Context: an optimization exercise on an open-source flow, tuned for a short achievable clock period and few clock cycles. The choices shown serve that exercise and are no tape-out recipe.
In this exercise RTL edits were held to simulation tests only and were not proved equivalent to the original.
Power is estimated from default activity; no workload was simulated.

## config.mk

```make
export PLATFORM = sky130hd
export DESIGN_NAME = armMulticycle
export DESIGN_NICKNAME = armMulticycle
export VERILOG_FILES = /design/flow/design.v
export SDC_FILE = /design/flow/constraint.sdc
export NUM_CORES = 4
export LEC_CHECK = 0
export ABC_CLOCK_PERIOD_IN_PS = 3000
export CAP_MARGIN = 20
export CORE_MARGIN = 2
export CORE_UTILIZATION = 40
export SETUP_SLACK_MARGIN = 5
export SLEW_MARGIN = 20
export TNS_END_PERCENT = 10
```

## constraint.sdc

```tcl
create_clock -name core_clock -period 8.0 [get_ports {clk}]
set_input_delay 1.6000 -clock core_clock [delete_from_list [all_inputs] [get_ports {clk}]]
set_output_delay 1.6000 -clock core_clock [all_outputs]
set_load 0.01 [all_outputs]
```

## design.v

```verilog
`default_nettype none
package armPkg;
    localparam int DATA_W     = 32;
    localparam int REG_ADDR_W = 4;
    localparam logic [REG_ADDR_W-1:0] PC_REG  = 4'd15;
    localparam logic [DATA_W-1:0]     PC_STEP = 32'd4;
    localparam int COND_LSB = 28;
    localparam int OP_LSB   = 26;
    localparam int I_BIT    = 25;
    localparam int CMD_LSB  = 21;
    localparam int S_BIT    = 20;
    localparam int L_BIT    = 20;
    localparam int RN_LSB   = 16;
    localparam int RD_LSB   = 12;
    localparam int ROT_LSB  = 8;
    localparam logic [3:0] CMD_AND = 4'b0000;
    localparam logic [3:0] CMD_SUB = 4'b0010;
    localparam logic [3:0] CMD_ADD = 4'b0100;
    localparam logic [3:0] CMD_CMP = 4'b1010;
    localparam logic [3:0] CMD_ORR = 4'b1100;
    localparam logic [1:0] OP_DP  = 2'b00;
    localparam logic [1:0] OP_MEM = 2'b01;
    localparam logic [1:0] OP_BR  = 2'b10;
    localparam logic SRCB_REG   = 1'b0;
    localparam logic SRCB_IMM   = 1'b1;
    localparam logic RES_ALUOUT = 1'b0;
    localparam logic RES_DATA   = 1'b1;
    typedef enum logic [3:0] {
        FETCH, DECODE, MEMADR, MEMRD, MEMWB, MEMWRITE,
        EXECR, EXECI, ALUWB, ALUNOWB, BRANCH
    } fsmState_t;
    typedef enum logic [1:0] {
        ALU_ADD, ALU_SUB, ALU_AND, ALU_ORR
    } aluOp_t;
    typedef enum logic [3:0] {
        EQ, NE, CS, CC, MI, PL, VS, VC, HI, LS, GE, LT, GT, LE, AL
    } cond_t;
endpackage
`default_nettype wire
`timescale 1ns/1ns
`default_nettype none
import armPkg::*;
module fastAdd #(
    parameter int W = 32
) (
    input  logic [W-1:0] a,
    input  logic [W-1:0] b,
    input  logic         cin,
    output logic [W-1:0] sum,
    output logic         cout
);
    localparam int L = (W < 2) ? 1 : (W < 4) ? 2 : (W < 8) ? 3 : (W < 16) ? 4 :
                       (W < 32) ? 5 : (W < 64) ? 6 : 7;
    logic [W:0] g [0:L];
    logic [W:0] p [0:L];
    assign g[0][0] = cin;
    assign p[0][0] = 1'b0;
    assign g[0][W:1] = a & b;
    assign p[0][W:1] = a ^ b;
    genvar lv, i;
    generate
        for (lv = 0; lv < L; lv++) begin : gLevel
            for (i = 0; i <= W; i++) begin : gBit
                if (i >= (1 << lv)) begin : gMerge
                    assign g[lv+1][i] = g[lv][i] | (p[lv][i] & g[lv][i-(1<<lv)]);
                    assign p[lv+1][i] = p[lv][i] & p[lv][i-(1<<lv)];
                end else begin : gPass
                    assign g[lv+1][i] = g[lv][i];
                    assign p[lv+1][i] = p[lv][i];
                end
            end
        end
    endgenerate
    assign sum  = p[0][W:1] ^ g[L][W-1:0];
    assign cout = g[L][W];
endmodule
module alu (
    input  logic [DATA_W-1:0] a,
    input  logic [DATA_W-1:0] bx,
    input  logic              isSub,
    input  logic              isArith,
    input  logic              isAnd,
    input  logic              isOrr,
    output logic [DATA_W-1:0] result,
    output logic [3:0]        flags
);
    logic [DATA_W-1:0] sum;
    logic              cout;
    logic              zSum;
    logic              zAnd;
    logic              zOrr;
    fastAdd #(.W(DATA_W)) uAdd (
        .a    (a),
        .b    (bx),
        .cin  (isSub),
        .sum  (sum),
        .cout (cout)
    );
    always_comb begin
        if (isAnd)      result = a & bx;
        else if (isOrr) result = a | bx;
        else            result = sum;
    end
    assign zSum = &((a ^ bx) ~^ {a[DATA_W-2:0] | bx[DATA_W-2:0], isSub});
    assign zAnd = ~|(a & bx);
    assign zOrr = ~|(a | bx);
    assign flags[3] = result[DATA_W-1];
    assign flags[2] = isAnd ? zAnd : (isOrr ? zOrr : zSum);
    assign flags[1] = isArith & cout;
    assign flags[0] = isArith & (a[DATA_W-1] == bx[DATA_W-1])
                    & (sum[DATA_W-1] != a[DATA_W-1]);
endmodule
`default_nettype wire
`timescale 1ns/1ns
`default_nettype none
import armPkg::*;
module regFile (
    input  logic                  clk,
    input  logic                  we,
    input  logic [REG_ADDR_W-1:0] wa,
    input  logic [DATA_W-1:0]     wd,
    input  logic                  fwdEn,
    input  logic [REG_ADDR_W-1:0] fwdA,
    input  logic [DATA_W-1:0]     fwdD,
    input  logic [REG_ADDR_W-1:0] ra1,
    input  logic [REG_ADDR_W-1:0] ra2,
    input  logic [REG_ADDR_W-1:0] ra3,
    input  logic [DATA_W-1:0]     r15,
    input  logic [11:0]           offset,
    output logic [DATA_W-1:0]     rd1,
    output logic [DATA_W-1:0]     rd2,
    output logic [DATA_W-1:0]     rd3,
    output logic [13:0]           adrLo,
    output logic                  adrCarry,
    output logic [DATA_W-1:14]    adrHi,
    output logic [DATA_W-1:14]    adrHiInc
);
    logic [DATA_W-1:0]  regs  [0:PC_REG-1];
    logic [DATA_W-1:0]  base  [0:PC_REG];
    logic [14:0]        lo    [0:PC_REG];
    logic [DATA_W-1:14] hiInc [0:PC_REG];
    always_ff @(posedge clk) begin
        if (we && (wa != PC_REG)) begin
            regs[wa] <= wd;
        end
    end
    genvar r;
    generate
        for (r = 0; r <= PC_REG; r++) begin : gSum
            if (r == PC_REG) begin : gPc
                assign base[r] = r15;
            end else begin : gReg
                assign base[r] = regs[r];
            end
            fastAdd #(.W(14)) uLo (
                .a    (base[r][13:0]),
                .b    ({2'b00, offset}),
                .cin  (1'b0),
                .sum  (lo[r][13:0]),
                .cout (lo[r][14])
            );
            fastAdd #(.W(DATA_W-14)) uHiInc (
                .a    (base[r][DATA_W-1:14]),
                .b    ('0),
                .cin  (1'b1),
                .sum  (hiInc[r]),
                .cout ()
            );
        end
    endgenerate
    assign adrLo    = lo[ra1][13:0];
    assign adrCarry = lo[ra1][14];
    assign adrHi    = base[ra1][DATA_W-1:14];
    assign adrHiInc = hiInc[ra1];
    always_comb begin
        if (ra1 == PC_REG)                 rd1 = r15;
        else if (fwdEn && (fwdA == ra1))   rd1 = fwdD;
        else                               rd1 = regs[ra1];
        if (ra2 == PC_REG)                 rd2 = r15;
        else if (fwdEn && (fwdA == ra2))   rd2 = fwdD;
        else                               rd2 = regs[ra2];
        if (ra3 == PC_REG)                 rd3 = r15;
        else if (fwdEn && (fwdA == ra3))   rd3 = fwdD;
        else                               rd3 = regs[ra3];
    end
endmodule
`default_nettype wire
`timescale 1ns/1ns
`default_nettype none
import armPkg::*;
module programCounter (
    input  logic              clk,
    input  logic              reset,
    input  logic              selMemNext,
    input  logic              selBrNext,
    input  logic [13:0]       memLoNext,
    input  logic [DATA_W-1:14] memHi0Next,
    input  logic [DATA_W-1:14] memHi1Next,
    input  logic              memCarryNext,
    input  logic [13:0]       brLoNext,
    input  logic [DATA_W-1:14] brHi0Next,
    input  logic [DATA_W-1:14] brHi1Next,
    input  logic              brCarryNext,
    input  logic [13:0]       br8LoNext,
    input  logic [DATA_W-1:14] br8Hi0Next,
    input  logic [DATA_W-1:14] br8Hi1Next,
    input  logic              br8CarryNext,
    input  logic [DATA_W-1:0] slowNext,
    input  logic [DATA_W-1:0] slow8Next,
    input  logic              saveSeq,
    output logic [DATA_W-1:0] adr,
    output logic              fetchCyc,
    output logic [DATA_W-1:0] adrPlus4,
    output logic [DATA_W-1:0] pcF,
    output logic [DATA_W-1:0] pcFp4,
    output logic [DATA_W-1:0] pc8,
    output logic [DATA_W-1:0] pc12,
    output logic [DATA_W-1:0] pc16,
    output logic [DATA_W-1:0] seqPc,
    output logic [DATA_W-1:0] seq8
);
    logic               aMem;
    logic               aMemC0;
    logic               aMemC1;
    logic               aBr;
    logic               aBrC0;
    logic               aBrC1;
    logic               aSlow;
    logic               pNotMem;
    logic               pNotBr;
    logic               pBr80;
    logic               pBr81;
    logic [13:0]        memLo;
    logic [DATA_W-1:14] memHi0;
    logic [DATA_W-1:14] memHi1;
    logic [13:0]        brLo;
    logic [DATA_W-1:14] brHi0;
    logic [DATA_W-1:14] brHi1;
    logic [13:0]        br8Lo;
    logic [DATA_W-1:14] br8Hi0;
    logic [DATA_W-1:14] br8Hi1;
    logic [DATA_W-1:0]  slowAdr;
    logic [DATA_W-1:0]  slow8;
    logic [DATA_W-1:0]  pcNext8;
    assign adr[13:0]        = ({14{aMem}} & memLo) | ({14{aBr}} & brLo)
                            | ({14{aSlow}} & slowAdr[13:0]);
    assign adr[DATA_W-1:14] = ({(DATA_W-14){aMemC0}} & memHi0)
                            | ({(DATA_W-14){aMemC1}} & memHi1)
                            | ({(DATA_W-14){aBrC0}} & brHi0)
                            | ({(DATA_W-14){aBrC1}} & brHi1)
                            | ({(DATA_W-14){aSlow}} & slowAdr[DATA_W-1:14]);
    assign pcNext8[13:0]        = pNotBr ? slow8[13:0] : br8Lo;
    assign pcNext8[DATA_W-1:14] = ({(DATA_W-14){pNotBr}} & slow8[DATA_W-1:14])
                                | ({(DATA_W-14){pBr80}} & br8Hi0)
                                | ({(DATA_W-14){pBr81}} & br8Hi1);
    logic [DATA_W-1:0] seq4;
    assign pcF   = pNotMem ? adr : seqPc;
    assign pcFp4 = pNotMem ? adrPlus4 : seq4;
    assign pc8   = pNotMem ? pcNext8 : seq8;
    fastAdd #(.W(DATA_W)) uSeq4 (
        .a    (seqPc),
        .b    (PC_STEP),
        .cin  (1'b0),
        .sum  (seq4),
        .cout ()
    );
    assign fetchCyc = pNotMem;
    fastAdd #(.W(DATA_W)) uPlus4 (
        .a    (adr),
        .b    (PC_STEP),
        .cin  (1'b0),
        .sum  (adrPlus4),
        .cout ()
    );
    fastAdd #(.W(DATA_W)) uPlus12 (
        .a    (pc8),
        .b    (PC_STEP),
        .cin  (1'b0),
        .sum  (pc12),
        .cout ()
    );
    fastAdd #(.W(DATA_W)) uPlus16 (
        .a    (pc8),
        .b    (32'd8),
        .cin  (1'b0),
        .sum  (pc16),
        .cout ()
    );
    always_ff @(posedge clk or posedge reset) begin
        if (reset) begin
            aMem    <= 1'b0;
            aMemC0  <= 1'b0;
            aMemC1  <= 1'b0;
            aBr     <= 1'b0;
            aBrC0   <= 1'b0;
            aBrC1   <= 1'b0;
            aSlow   <= 1'b1;
            pNotMem <= 1'b1;
            pNotBr  <= 1'b1;
            pBr80   <= 1'b0;
            pBr81   <= 1'b0;
            slowAdr <= '0;
            slow8   <= 32'd8;
        end else begin
            aMem    <= selMemNext;
            aMemC0  <= selMemNext & ~memCarryNext;
            aMemC1  <= selMemNext & memCarryNext;
            aBr     <= selBrNext;
            aBrC0   <= selBrNext & ~brCarryNext;
            aBrC1   <= selBrNext & brCarryNext;
            aSlow   <= ~selMemNext & ~selBrNext;
            pNotMem <= ~selMemNext;
            pNotBr  <= ~selBrNext;
            pBr80   <= selBrNext & ~br8CarryNext;
            pBr81   <= selBrNext & br8CarryNext;
            slowAdr <= slowNext;
            slow8   <= slow8Next;
        end
    end
    always_ff @(posedge clk) begin
        memLo    <= memLoNext;
        memHi0   <= memHi0Next;
        memHi1   <= memHi1Next;
        brLo     <= brLoNext;
        brHi0    <= brHi0Next;
        brHi1    <= brHi1Next;
        br8Lo    <= br8LoNext;
        br8Hi0   <= br8Hi0Next;
        br8Hi1   <= br8Hi1Next;
    end
    always_ff @(posedge clk) begin
        if (saveSeq) begin
            seqPc <= pcFp4;
            seq8  <= pc12;
        end
    end
endmodule
module instrCache (
    input  logic              clk,
    input  logic              reset,
    input  logic              fillEn,
    input  logic [DATA_W-1:0] fillAdr,
    input  logic [DATA_W-1:0] fillData,
    input  logic              invEn,
    input  logic [DATA_W-1:0] invAdr,
    input  logic              lookEn,
    input  logic [5:2]        lookIdx,
    output logic              lookValid,
    output logic [DATA_W-1:6] lookTag,
    output logic [DATA_W-1:0] lookWord
);
    logic [15:0]         valid;
    logic [DATA_W-1:6]   tags  [0:15];
    logic [DATA_W-1:0]   words [0:15];
    logic                fillEnR;
    logic [DATA_W-1:2]   fillAdrR;
    logic [DATA_W-1:0]   fillDataR;
    logic                fillGo;
    assign fillGo = fillEnR & ~(invEn & (invAdr[5:2] == fillAdrR[5:2]));
    always_ff @(posedge clk or posedge reset) begin
        if (reset) begin
            valid   <= '0;
            fillEnR <= 1'b0;
        end else begin
            fillEnR <= fillEn;
            if (fillGo) begin
                valid[fillAdrR[5:2]] <= 1'b1;
            end
            if (invEn) begin
                valid[invAdr[5:2]] <= 1'b0;
            end
        end
    end
    always_ff @(posedge clk) begin
        fillAdrR  <= fillAdr[DATA_W-1:2];
        fillDataR <= fillData;
        if (fillGo) begin
            tags[fillAdrR[5:2]]  <= fillAdrR[DATA_W-1:6];
            words[fillAdrR[5:2]] <= fillDataR;
        end
    end
    always_ff @(posedge clk or posedge reset) begin
        if (reset) begin
            lookValid <= 1'b0;
        end else if (lookEn) begin
            lookValid <= valid[lookIdx] & ~(invEn & (invAdr[5:2] == lookIdx));
        end
    end
    always_ff @(posedge clk) begin
        if (lookEn) begin
            lookTag  <= tags[lookIdx];
            lookWord <= words[lookIdx];
        end
    end
endmodule
`default_nettype wire
`timescale 1ns/1ns
`default_nettype none
import armPkg::*;
module condUnit (
    input  logic [3:0] cond,
    input  logic [3:0] flags,
    output logic       condPass
);
    logic n;
    logic z;
    logic c;
    logic v;
    logic ge;
    assign {n, z, c, v} = flags;
    assign ge = (n == v);
    always_comb begin
        case (cond)
            4'd0:  condPass = z;
            4'd1:  condPass = ~z;
            4'd2:  condPass = c;
            4'd3:  condPass = ~c;
            4'd4:  condPass = n;
            4'd5:  condPass = ~n;
            4'd6:  condPass = v;
            4'd7:  condPass = ~v;
            4'd8:  condPass = c & ~z;
            4'd9:  condPass = ~c | z;
            4'd10: condPass = ge;
            4'd11: condPass = ~ge;
            4'd12: condPass = ~z & ge;
            4'd13: condPass = z | ~ge;
            default: condPass = 1'b1;
        endcase
    end
endmodule
`default_nettype wire
`timescale 1ns/1ns
`default_nettype none
import armPkg::*;
module mainFsm (
    input  logic [DATA_W-1:0] instr,
    output logic              isDp,
    output logic              isMem,
    output logic              isBr,
    output logic              isLoad,
    output logic              isSub,
    output logic              isArith,
    output logic              isAnd,
    output logic              isOrr,
    output logic              setFlags,
    output logic              setCv,
    output logic              dpWrite,
    output logic              ldWrite
);
    logic [1:0] opClass;
    logic [3:0] cmd;
    logic       isCmp;
    logic       rdIsPc;
    assign opClass = instr[OP_LSB +: 2];
    assign cmd     = instr[CMD_LSB +: 4];
    assign isCmp   = (cmd == CMD_CMP);
    assign rdIsPc  = (instr[RD_LSB +: REG_ADDR_W] == PC_REG);
    assign isDp   = (opClass == OP_DP);
    assign isMem  = (opClass == OP_MEM);
    assign isBr   = (opClass == OP_BR);
    assign isLoad = instr[L_BIT];
    assign isAnd   = (cmd == CMD_AND);
    assign isOrr   = (cmd == CMD_ORR);
    assign isSub   = (cmd == CMD_SUB) || isCmp;
    assign isArith = ~isAnd & ~isOrr;
    assign setFlags = instr[S_BIT] | isCmp;
    assign setCv    = (cmd == CMD_ADD) || (cmd == CMD_SUB) || isCmp;
    assign dpWrite = ~isCmp & ~rdIsPc;
    assign ldWrite = instr[L_BIT] & ~rdIsPc;
endmodule
`default_nettype wire
`timescale 1ns/1ns
`default_nettype none
import armPkg::*;
module datapath (
    input  logic              clk,
    input  logic              reset,
    input  logic [DATA_W-1:0] readData,
    output logic [DATA_W-1:0] adr,
    output logic [DATA_W-1:0] writeData,
    output logic              memWrite
);
    logic              accCyc;
    logic              ldCyc;
    logic              stCyc;
    logic              ldWe;
    logic [REG_ADDR_W-1:0] ldRd;
    logic [DATA_W-1:0] stData;
    logic              vE;
    logic              eCondPass;
    logic [REG_ADDR_W-1:0] eRd;
    logic              eIsSub;
    logic              eIsArith;
    logic              eIsAnd;
    logic              eIsOrr;
    logic              eSetFlags;
    logic              eSetCv;
    logic              eDpWrite;
    logic [DATA_W-1:0] opA;
    logic [DATA_W-1:0] opBx;
    logic [3:0]        flags;
    logic              condE;
    logic [DATA_W-1:0] aluResult;
    logic [3:0]        aluFlags;
    logic              dpWe;
    logic              flagWe;
    logic [3:0]        flagsNext;
    logic              regWe;
    logic [REG_ADDR_W-1:0] wa;
    logic [DATA_W-1:0] wd;
    logic [DATA_W-1:0] adrPlus4;
    logic [DATA_W-1:0] pc8;
    logic [DATA_W-1:0] pc12;
    logic [DATA_W-1:0] pc16;
    logic [DATA_W-1:0] seq8;
    logic [DATA_W-1:0] slow8;
    logic [11:0]       br8Lo;
    logic              br8Carry;
    logic [DATA_W-1:14] br8Hi0;
    logic [DATA_W-1:14] br8Hi1;
    logic [DATA_W-1:0] seqPc;
    logic [DATA_W-1:0] slowAdr;
    logic              fetchCyc;
    logic              fValid;
    logic              cacheValid;
    logic [DATA_W-1:6] cacheTag;
    logic              hitUse;
    logic [DATA_W-1:0] cacheWord;
    logic [DATA_W-1:0] instrF;
    logic [DATA_W-1:0] pcF;
    logic [DATA_W-1:0] pcFp4;
    logic              dIsDp;
    logic              dIsMem;
    logic              dIsBr;
    logic              dIsLoad;
    logic              dIsSub;
    logic              dIsArith;
    logic              dIsAnd;
    logic              dIsOrr;
    logic              dSetFlags;
    logic              dSetCv;
    logic              dDpWrite;
    logic              dLdWrite;
    logic              condF;
    logic              hazard;
    logic              memGo;
    logic              brGo;
    logic [REG_ADDR_W-1:0] rn;
    logic [DATA_W-1:0] rd1;
    logic [DATA_W-1:0] rd2;
    logic [DATA_W-1:0] rd3;
    logic [DATA_W-1:0] opBVal;
    logic [2*DATA_W-1:0] immRot;
    logic [13:0]       memLo;
    logic              memCarry;
    logic [DATA_W-1:14] memHi;
    logic [DATA_W-1:14] memHiInc;
    logic [11:0]       brLo;
    logic              brCarry;
    logic [DATA_W-1:14] brHi0;
    logic [DATA_W-1:14] brHi1;
    assign condE = eCondPass;
    alu uAlu (
        .a       (opA),
        .bx      (opBx),
        .isSub   (eIsSub),
        .isArith (eIsArith),
        .isAnd   (eIsAnd),
        .isOrr   (eIsOrr),
        .result  (aluResult),
        .flags   (aluFlags)
    );
    assign dpWe   = vE & condE & eDpWrite;
    assign flagWe = vE & condE & eSetFlags;
    always_comb begin
        flagsNext = flags;
        if (flagWe) begin
            flagsNext[3:2] = aluFlags[3:2];
            if (eSetCv) begin
                flagsNext[1:0] = aluFlags[1:0];
            end
        end
    end
    always_ff @(posedge clk or posedge reset) begin
        if (reset) begin
            flags <= '0;
        end else begin
            flags <= flagsNext;
        end
    end
    assign regWe = dpWe | (ldCyc & ldWe);
    assign wa    = ldCyc ? ldRd : eRd;
    assign wd    = ldCyc ? readData : aluResult;
    assign accCyc = ~fetchCyc;
    instrCache uCache (
        .clk       (clk),
        .reset     (reset),
        .fillEn    (fetchCyc),
        .fillAdr   (adr),
        .fillData  (readData),
        .invEn     (stCyc),
        .invAdr    (adr),
        .lookEn    (fValid),
        .lookIdx   (pcFp4[5:2]),
        .lookValid (cacheValid),
        .lookTag   (cacheTag),
        .lookWord  (cacheWord)
    );
    assign hitUse = accCyc & cacheValid & (cacheTag == seqPc[DATA_W-1:6])
                  & ~(stCyc & (adr[DATA_W-1:2] == seqPc[DATA_W-1:2]))
                  & ~(ldWe & ((ldRd == cacheWord[RN_LSB +: REG_ADDR_W])
                            | (ldRd == cacheWord[REG_ADDR_W-1:0])
                            | (ldRd == cacheWord[RD_LSB +: REG_ADDR_W])));
    assign fValid = fetchCyc | hitUse;
    assign instrF = accCyc ? cacheWord : readData;
    mainFsm uDec (
        .instr    (instrF),
        .isDp     (dIsDp),
        .isMem    (dIsMem),
        .isBr     (dIsBr),
        .isLoad   (dIsLoad),
        .isSub    (dIsSub),
        .isArith  (dIsArith),
        .isAnd    (dIsAnd),
        .isOrr    (dIsOrr),
        .setFlags (dSetFlags),
        .setCv    (dSetCv),
        .dpWrite  (dDpWrite),
        .ldWrite  (dLdWrite)
    );
    condUnit uCondF (
        .cond     (instrF[COND_LSB +: 4]),
        .flags    (flagsNext),
        .condPass (condF)
    );
    assign rn  = instrF[RN_LSB +: REG_ADDR_W];
    regFile uRegs (
        .clk    (clk),
        .we     (regWe),
        .wa     (wa),
        .wd     (wd),
        .fwdEn  (dpWe),
        .fwdA   (eRd),
        .fwdD   (aluResult),
        .ra1    (rn),
        .ra2    (instrF[REG_ADDR_W-1:0]),
        .ra3    (instrF[RD_LSB +: REG_ADDR_W]),
        .r15    (pc8),
        .offset   (instrF[11:0]),
        .rd1      (rd1),
        .rd2      (rd2),
        .rd3      (rd3),
        .adrLo    (memLo),
        .adrCarry (memCarry),
        .adrHi    (memHi),
        .adrHiInc (memHiInc)
    );
    assign hazard = dIsMem & vE & eDpWrite & (eRd == rn);
    fastAdd #(.W(12)) uBrLo (
        .a    (pc8[13:2]),
        .b    (instrF[11:0]),
        .cin  (1'b0),
        .sum  (brLo),
        .cout (brCarry)
    );
    fastAdd #(.W(12)) uBr8Lo (
        .a    (pc16[13:2]),
        .b    (instrF[11:0]),
        .cin  (1'b0),
        .sum  (br8Lo),
        .cout (br8Carry)
    );
    fastAdd #(.W(DATA_W-14)) uBr8Hi0 (
        .a    (pc16[DATA_W-1:14]),
        .b    ({{(DATA_W-26){instrF[23]}}, instrF[23:12]}),
        .cin  (1'b0),
        .sum  (br8Hi0),
        .cout ()
    );
    fastAdd #(.W(DATA_W-14)) uBr8Hi1 (
        .a    (pc16[DATA_W-1:14]),
        .b    ({{(DATA_W-26){instrF[23]}}, instrF[23:12]}),
        .cin  (1'b1),
        .sum  (br8Hi1),
        .cout ()
    );
    fastAdd #(.W(DATA_W-14)) uBrHi0 (
        .a    (pc8[DATA_W-1:14]),
        .b    ({{(DATA_W-26){instrF[23]}}, instrF[23:12]}),
        .cin  (1'b0),
        .sum  (brHi0),
        .cout ()
    );
    fastAdd #(.W(DATA_W-14)) uBrHi1 (
        .a    (pc8[DATA_W-1:14]),
        .b    ({{(DATA_W-26){instrF[23]}}, instrF[23:12]}),
        .cin  (1'b1),
        .sum  (brHi1),
        .cout ()
    );
    assign memGo = fValid & dIsMem & condF & ~hazard;
    assign brGo  = fValid & dIsBr & condF;
    always_comb begin
        if (!fValid) begin
            slowAdr = seqPc;
            slow8   = seq8;
        end else if (dIsMem && hazard) begin
            slowAdr = pcF;
            slow8   = pc8;
        end else begin
            slowAdr = pcFp4;
            slow8   = pc12;
        end
    end
    programCounter uPc (
        .clk          (clk),
        .reset        (reset),
        .selMemNext   (memGo),
        .selBrNext    (brGo),
        .memLoNext    (memLo),
        .memHi0Next   (memHi),
        .memHi1Next   (memHiInc),
        .memCarryNext (memCarry),
        .brLoNext     ({brLo, pc8[1:0]}),
        .brHi0Next    (brHi0),
        .brHi1Next    (brHi1),
        .brCarryNext  (brCarry),
        .br8LoNext    ({br8Lo, pc16[1:0]}),
        .br8Hi0Next   (br8Hi0),
        .br8Hi1Next   (br8Hi1),
        .br8CarryNext (br8Carry),
        .slowNext     (slowAdr),
        .slow8Next    (slow8),
        .saveSeq      (fValid),
        .adr          (adr),
        .fetchCyc     (fetchCyc),
        .adrPlus4     (adrPlus4),
        .pcF          (pcF),
        .pcFp4        (pcFp4),
        .pc8          (pc8),
        .pc12         (pc12),
        .pc16         (pc16),
        .seqPc        (seqPc),
        .seq8         (seq8)
    );
    always_ff @(posedge clk or posedge reset) begin
        if (reset) begin
            ldCyc  <= 1'b0;
            stCyc  <= 1'b0;
            vE     <= 1'b0;
        end else begin
            ldCyc  <= memGo & dIsLoad;
            stCyc  <= memGo & ~dIsLoad;
            vE     <= fValid & dIsDp;
        end
    end
    assign immRot = {2{{(DATA_W-8){1'b0}}, instrF[7:0]}} >> {instrF[ROT_LSB +: 4], 1'b0};
    assign opBVal = instrF[I_BIT] ? immRot[DATA_W-1:0] : rd2;
    always_ff @(posedge clk) begin
        begin
            eCondPass <= condF;
            eRd       <= instrF[RD_LSB +: REG_ADDR_W];
            eIsSub    <= dIsSub;
            eIsArith  <= dIsArith;
            eIsAnd    <= dIsAnd;
            eIsOrr    <= dIsOrr;
            eSetFlags <= dSetFlags;
            eSetCv    <= dSetCv;
            eDpWrite  <= dDpWrite;
            opA       <= rd1;
            opBx      <= dIsSub ? ~opBVal : opBVal;
            ldWe      <= dLdWrite;
            ldRd      <= instrF[RD_LSB +: REG_ADDR_W];
            stData    <= rd3;
        end
    end
    assign writeData = stData;
    assign memWrite  = stCyc & ~reset;
endmodule
`default_nettype wire
`timescale 1ns/1ns
`default_nettype none
import armPkg::*;
module armMulticycle (
    input  logic              clk,
    input  logic              reset,
    input  logic [DATA_W-1:0] readData,
    output logic [DATA_W-1:0] adr,
    output logic [DATA_W-1:0] writeData,
    output logic              memWrite
);
    datapath uDp (
        .clk       (clk),
        .reset     (reset),
        .readData  (readData),
        .adr       (adr),
        .writeData (writeData),
        .memWrite  (memWrite)
    );
endmodule
`default_nettype wire
```

## flow/run.sh

```bash
#!/bin/bash
# The standard layout (standard.sh) with these settings changed, passed on
# make's command line as standard.sh passes its own:
# - ADDER_MAP_FILE empty: Yosys leaves adders as plain gates for abc,
#   instead of chains of full-adder cells abc cannot restructure.
# - SCRIPTS_DIR: a copy of ORFS's scripts whose abc_speed.script maps for
#   delay without the structural choices (&dch, &synch2) that let abc trade
#   the parallel-prefix adders for ripple-carry chains to save area.
# - MATCH_CELL_FOOTPRINT=0: the resizer may swap a cell for any size of the
#   same function, not only ones of the same width (the platform sets 1).
# - BUFFER_PORTS_ARGS: the port buffers are buf_8 cells.
set -euo pipefail
cp -r "$FLOW_HOME/scripts" own_scripts
printf '%s\n' '&get -n' '&st' '&syn2' '&if -g -K 6' '&st' '&nf' '&put' \
    'buffer -c' 'topo' 'stime -c' 'upsize -c' 'dnsize -c' > own_scripts/abc_speed.script
sed -e "s#CLKGATE_MAP_FILE= #CLKGATE_MAP_FILE= ADDER_MAP_FILE= SCRIPTS_DIR=$PWD/own_scripts MATCH_CELL_FOOTPRINT=0 'BUFFER_PORTS_ARGS=-buffer_cell sky130_fd_sc_hd__buf_8' #" standard.sh > own_standard.sh
grep -q 'MATCH_CELL_FOOTPRINT=0' own_standard.sh
bash own_standard.sh > standard.log 2>&1
```

## standard.sh

```bash
#!/bin/bash
# synth_recipe.tcl (not shown) runs the flow's synth.tcl, then flattens the netlist and writes it again
# the make line also repeats each setting of config.mk as NAME=value (left out here)
make -C /OpenROAD-flow-scripts/flow DESIGN_CONFIG=/design/flow/config.mk WORK_HOME=/design/flow/orfs CLKGATE_MAP_FILE= SYNTH_SCRIPT=/design/flow/synth_recipe.tcl "${@:-finish}"
```

==> Implementation_results.wiki <==
{| class="wikitable"
! Metric !! Value
|-
| Status || complete, no violations
|-
| Worst-case vdd ir drop || 0.8666 mV
|-
| Per-cell routed wire length || 38.56 um
|-
| Total gr overflow || 0
|-
| Max-cap violations || 0
|-
| Number of instances on the worst hold path || 2
|-
| Type of the setup path with the least slack || reg -> reg
|-
| Met2 usage in global routing || 50.96%
|-
| Largest net degree at the start of global routing || 158
|-
| Area overhead of the layout relative to synthesis || 24.62%
|-
| Compound-gate portion of the synthesized area || 13.43%
|-
| Global placer's final weighted congestion || 1.113
|-
| Met3 usage || 13.51%
|-
| Via count of the routed design || 110000
|-
| Distinct cells, synth || 119
|-
| Total I/O pin count || 99
|-
| Clock skew || 0.1159 ns
|-
| Leading register cell type out of synthesis || edfxtp_1
|-
| Most area-hungry cell type in the Yosys netlist || edfxtp_1
|-
| Height of the die || 541.4 um
|-
| Maximum fanout encountered on the critical timing path || 44
|-
| Post-Syn Area per Cell || 10.25 um^2
|-
| Clock buffers created by TritonCTS || 220
|-
| Setup repair after global routing missed its margin || yes
|-
| Type of element capturing the critical path || flip-flop
|-
| Minimum clock period || 4.596 ns
|-
| Number of levels in the clock H-tree || 4
|-
| Leak || 50.34 nW
|-
| Share of flip-flops with an asynchronous set or reset || 5.051%
|-
| Cell depth of the worst flop-to-flop path || 12
|-
| Mux cell area share after synthesis || 9.106%
|-
| Number of setup violations in the final report || 0
|-
| Overall routed net length || 608600 um
|-
| Adder-Cell Fraction of Synth Area || 1.135%
|-
| Worst rel slew slack || 13.28%
|-
| CTS root buf || clkbuf_16
|-
| Count leader, synth || nand2_1
|-
| YS warnings || 23
|-
| Post-Place Cells || 14590
|-
| Required time of the critical path || 8.65 ns
|-
| Std cell rows || 197
|-
| Total die area || 0.2931 mm^2
|-
| TritonRoute pass-1 iters || 13
|-
| Clock net sink count || 1980
|-
| Met1 GRT Util || 48.52%
|-
| DRC violations left || 0
|-
| Number of antenna violations at the first check in global routing || 55
|-
| Ratio of final minimum period to clock period || 57.45%
|-
| Horizontal die dimension || 541.4 um
|-
| Clock-pin slew on the worst setup and hold paths || 0.06 ns
|-
| Max-slew violation count || 0
|-
| Wire length of the first global-routing pass || 766900 um
|-
| Count of buffers inserted at the top-level ports || 98
|-
| Simple-gate share of the synthesized area || 16.76%
|-
| Timing-limited maximum frequency || 217.6 MHz
|-
| Seq/Total Area, Yosys || 48.28%
|-
| Net count reported at finish || 11790
|-
| Min-Delay Path Class || reg -> reg
|-
| Clk buf depth || 4
|-
| Number of cells in the finished layout apart from fillers || 15780
|-
| Critical Path Start Type || flip-flop
|-
| Detailed Place HPWL || 376700 um
|-
| Share of layout cells above drive strength 1 || 24.14%
|-
| Final Hold Fails || 0
|-
| Number of nets with antenna violations after detailed routing || 0
|-
| Number of global-route vias before repair || 95490
|-
| Mapped cell area || 0.1155 mm^2
|-
| Cells after Synth || 11280
|-
| Via-per-instance ratio || 6.967
|-
| Post-synth EDFFs || 1562
|-
| Area of the placeable core || 0.2877 mm^2
|-
| Cell area power density || 544.7 mW/mm^2
|-
| Starting utilization of the core area || 40.16%
|-
| Source-to-sink clock delay at the later pin of the worst-skew pair || 0.97 ns
|-
| Synth area leaders || edfxtp_1 (41%), mux4_2 (7.5%), nand2_1 (6.4%)
|-
| CTS tree || built
|-
| Fraction of post-synthesis cell area in the top cell type by area || 40.60%
|-
| Area share of xor/xnor cells in the synthesized design || 7.681%
|-
| Most frequent cells after synthesis || nand2_1 (1972), edfxtp_1 (1562), nor2_1 (782), clkbuf_1 (695), xnor2_1 (690)
|-
| Data arrival time of the worst path || 5.25 ns
|-
| Routing layer with the top usage in global route || met2
|-
| Total global-route track usage || 37.02%
|-
| Drt initial violations || 20410
|-
| Post-synthesis sequential element count || 1980
|-
| Transition time at the pin with the least slew margin || 1.293 ns
|-
| Largest family of logic cells by synthesized area || simple AND/OR/NAND/NOR gates
|-
| Total negative slack || 0 ns
|}
-- what timing repair did --
item | in CTS | in global routing
hold endpoints to repair | 0 | 0
gates resized for setup | 390 | 1113
gates cloned | 22 | 101
endpoints found under the setup margin | 2040 | 2022
buffers inserted | 172 | 428
pin swaps | 65 | 259
hold buffers | 0 | 0
-- path summary, 6_finish.rpt --
check | end | slack [ns] | start
max reg2reg | uDp.stData[12]$_DFF_P_ | 3.40 | uDp.uPc.pNotMem$_DFF_PP1_
min in group asynchronous | uDp.uPc.slowAdr[6]$_DFF_PP0_ | 0.71 | reset
max | uDp.stData[12]$_DFF_P_ | 3.40 | uDp.uPc.pNotMem$_DFF_PP1_
min | uDp.uPc.slowAdr[0]$_DFF_PP0_ | 0.52 | uDp.uPc.seqPc[0]$_DFFE_PN_
max in group asynchronous | uDp.uPc.aMemC0$_DFF_PP0_ | 6.02 | reset
min reg2reg | uDp.uPc.slowAdr[0]$_DFF_PP0_ | 0.52 | uDp.uPc.seqPc[0]$_DFFE_PN_
-- stage by stage --
stage | worst slack, ns | total power [mW] | hold WS (ns) | util [%] | cell area, um^2
finish | 3.404 | 78.43 | 0.5204 | 50.05 | 144000
global route | 3.536 | 79.83 | 0.5086 | 50.02 | 143900
CTS | 3.520 | 66.63 | 0.4961 | 46.28 | 133100
detailed placement | 1.862 | 54.29 | 0.5043 | 42.35 | 121800
global placement | 1.470 | 53.97 | 0.4774 | 42.34 | 121800
floorplan | 3.791 | 38.87 | 0.3890 | - | 115900
-- cell usage in the layout (no fill, tap or decap), types with 57 or more instances in the layout --
cell type	n
clkbuf_16	293
nand4_1	148
xor2_1	298
a31oi_1	166
buf_8	128
dfrtp_1	88
o22ai_1	145
nor2_1	684
xnor2_2	60
a311oi_2	57
a311oi_1	165
nand2b_1	57
inv_1	103
nand3_1	600
a222oi_1	72
a22o_1	86
nor3_1	101
a22oi_1	91
maj3_1	115
buf_12	119
dfxtp_1	258
and3_1	186
mux2i_1	57
nor2_4	60
o21ai_0	169
a21oi_1	550
buf_4	665
and2_1	80
a221oi_1	94
o211ai_1	66
mux4_2	383
edfxtp_1	1562
xnor2_1	620
buf_6	95
nand2_1	1923
-- cells by family (layout without fill, tap and decap cells) --
group	Yosys count	in the layout
adders and majority gates	131	131
xor gates and xnor gates	1005	1005
buffers and inverters	1041	1661
muxes	558	568
and+or+nand+nor	4301	4303
other	1	87
DFF	1980	1980
AOI/OAI and AO/OA	2259	2266
-- state kept, by name, summed over array words and instances (netlist names), 14 cells and up --
| name | count |
|---|---|
| uDp.uPc.seq8 | 32 |
| uDp.uPc.slowAdr | 32 |
| uDp.uCache.words | 512 |
| uDp.uCache.tags | 416 |
| uDp.uCache.valid | 16 |
| uDp.uPc.brHi0 | 18 |
| uDp.uPc.memLo | 14 |
| uDp.uPc.memHi0 | 18 |
| uDp.uPc.br8Hi1 | 18 |
| uDp.uPc.brHi1 | 18 |
| uDp.opBx | 32 |
| uDp.uPc.br8Hi0 | 18 |
| uDp.opA | 32 |
| uDp.uCache.fillDataR | 32 |
| uDp.stData | 32 |
| uDp.uRegs.regs | 512 |
| uDp.uPc.seqPc | 32 |
| uDp.uPc.slow8 | 32 |
| uDp.uCache.lookTag | 26 |
| uDp.uPc.brLo | 14 |
| uDp.uPc.memHi1 | 18 |
| uDp.uCache.fillAdrR | 30 |
| uDp.uCache.lookWord | 32 |
-- metal layers --
layer	part of all wire, %	vias up
met5	0.13	-
met4	8.6	38
met3	15	2485
met2	40	9895
met1	36	54190
li1	-	43350
-- area by class of cell --
class                           count  area (um^2)
Antenna cell                       55        137.6
Clock buffer                      276         5879
Clock inverter                    133         1563
Fill cell                       25290       143700
Inverter                          118        541.8
Multi-Input combinational cell   8305        61790
Sequential cell                  1980        55960
Tap cell                         3781         4731
Timing Repair Buffer             1124        13230
Timing Repair inverter             10        135.1
-- power breakdown --
part,internal (mW),switching (mW)
sequential,15.7,2.61
combinational,17.5,32.0
clock,6.09,4.59
total,39.2,39.2
-- worst max-delay path, stage by stage (launching register included) --
cell and delay (ns):
dfstp_4 0.66, buf_6 0.11, buf_12 0.14, buf_16 0.15
buf_4 0.13, mux2i_4 0.07, inv_2 0.09, buf_4 0.46
buf_6 0.63, nand2_1 0.13, nand3_1 0.41, a311oi_4 0.24
a21oi_1 0.93
Testbench counts, summed over its fixed seeds: cycles 80,115.

port drivers added, routing unchanged:
Ports are ideal in the flow. The routed layout listed here was re-timed in OpenROAD.
Step 1, drivers: a clkbuf_16 drives clk and a buf_2 each remaining input, both assumed.
Step 2 adds t to the input delays and takes it off the output delays; t is the mean of the earliest and latest rising clock arrival at the registers after step 1. Input paths then give back, and output paths get back, about the clock's delay inside the block.
Slacks: ideal / step 1 / step 2; pairs: ideal / step 1.
t (ns): 1.028
slack for setup (ns): 3.404 / 3.367 / 2.732
latest minus earliest clock arrival (ns): 0.116 / 0.117
After both steps this run still meets setup and hold. For this run, drivers alone change the setup slack by -0.037 ns; drivers and shift together by -0.672 ns.
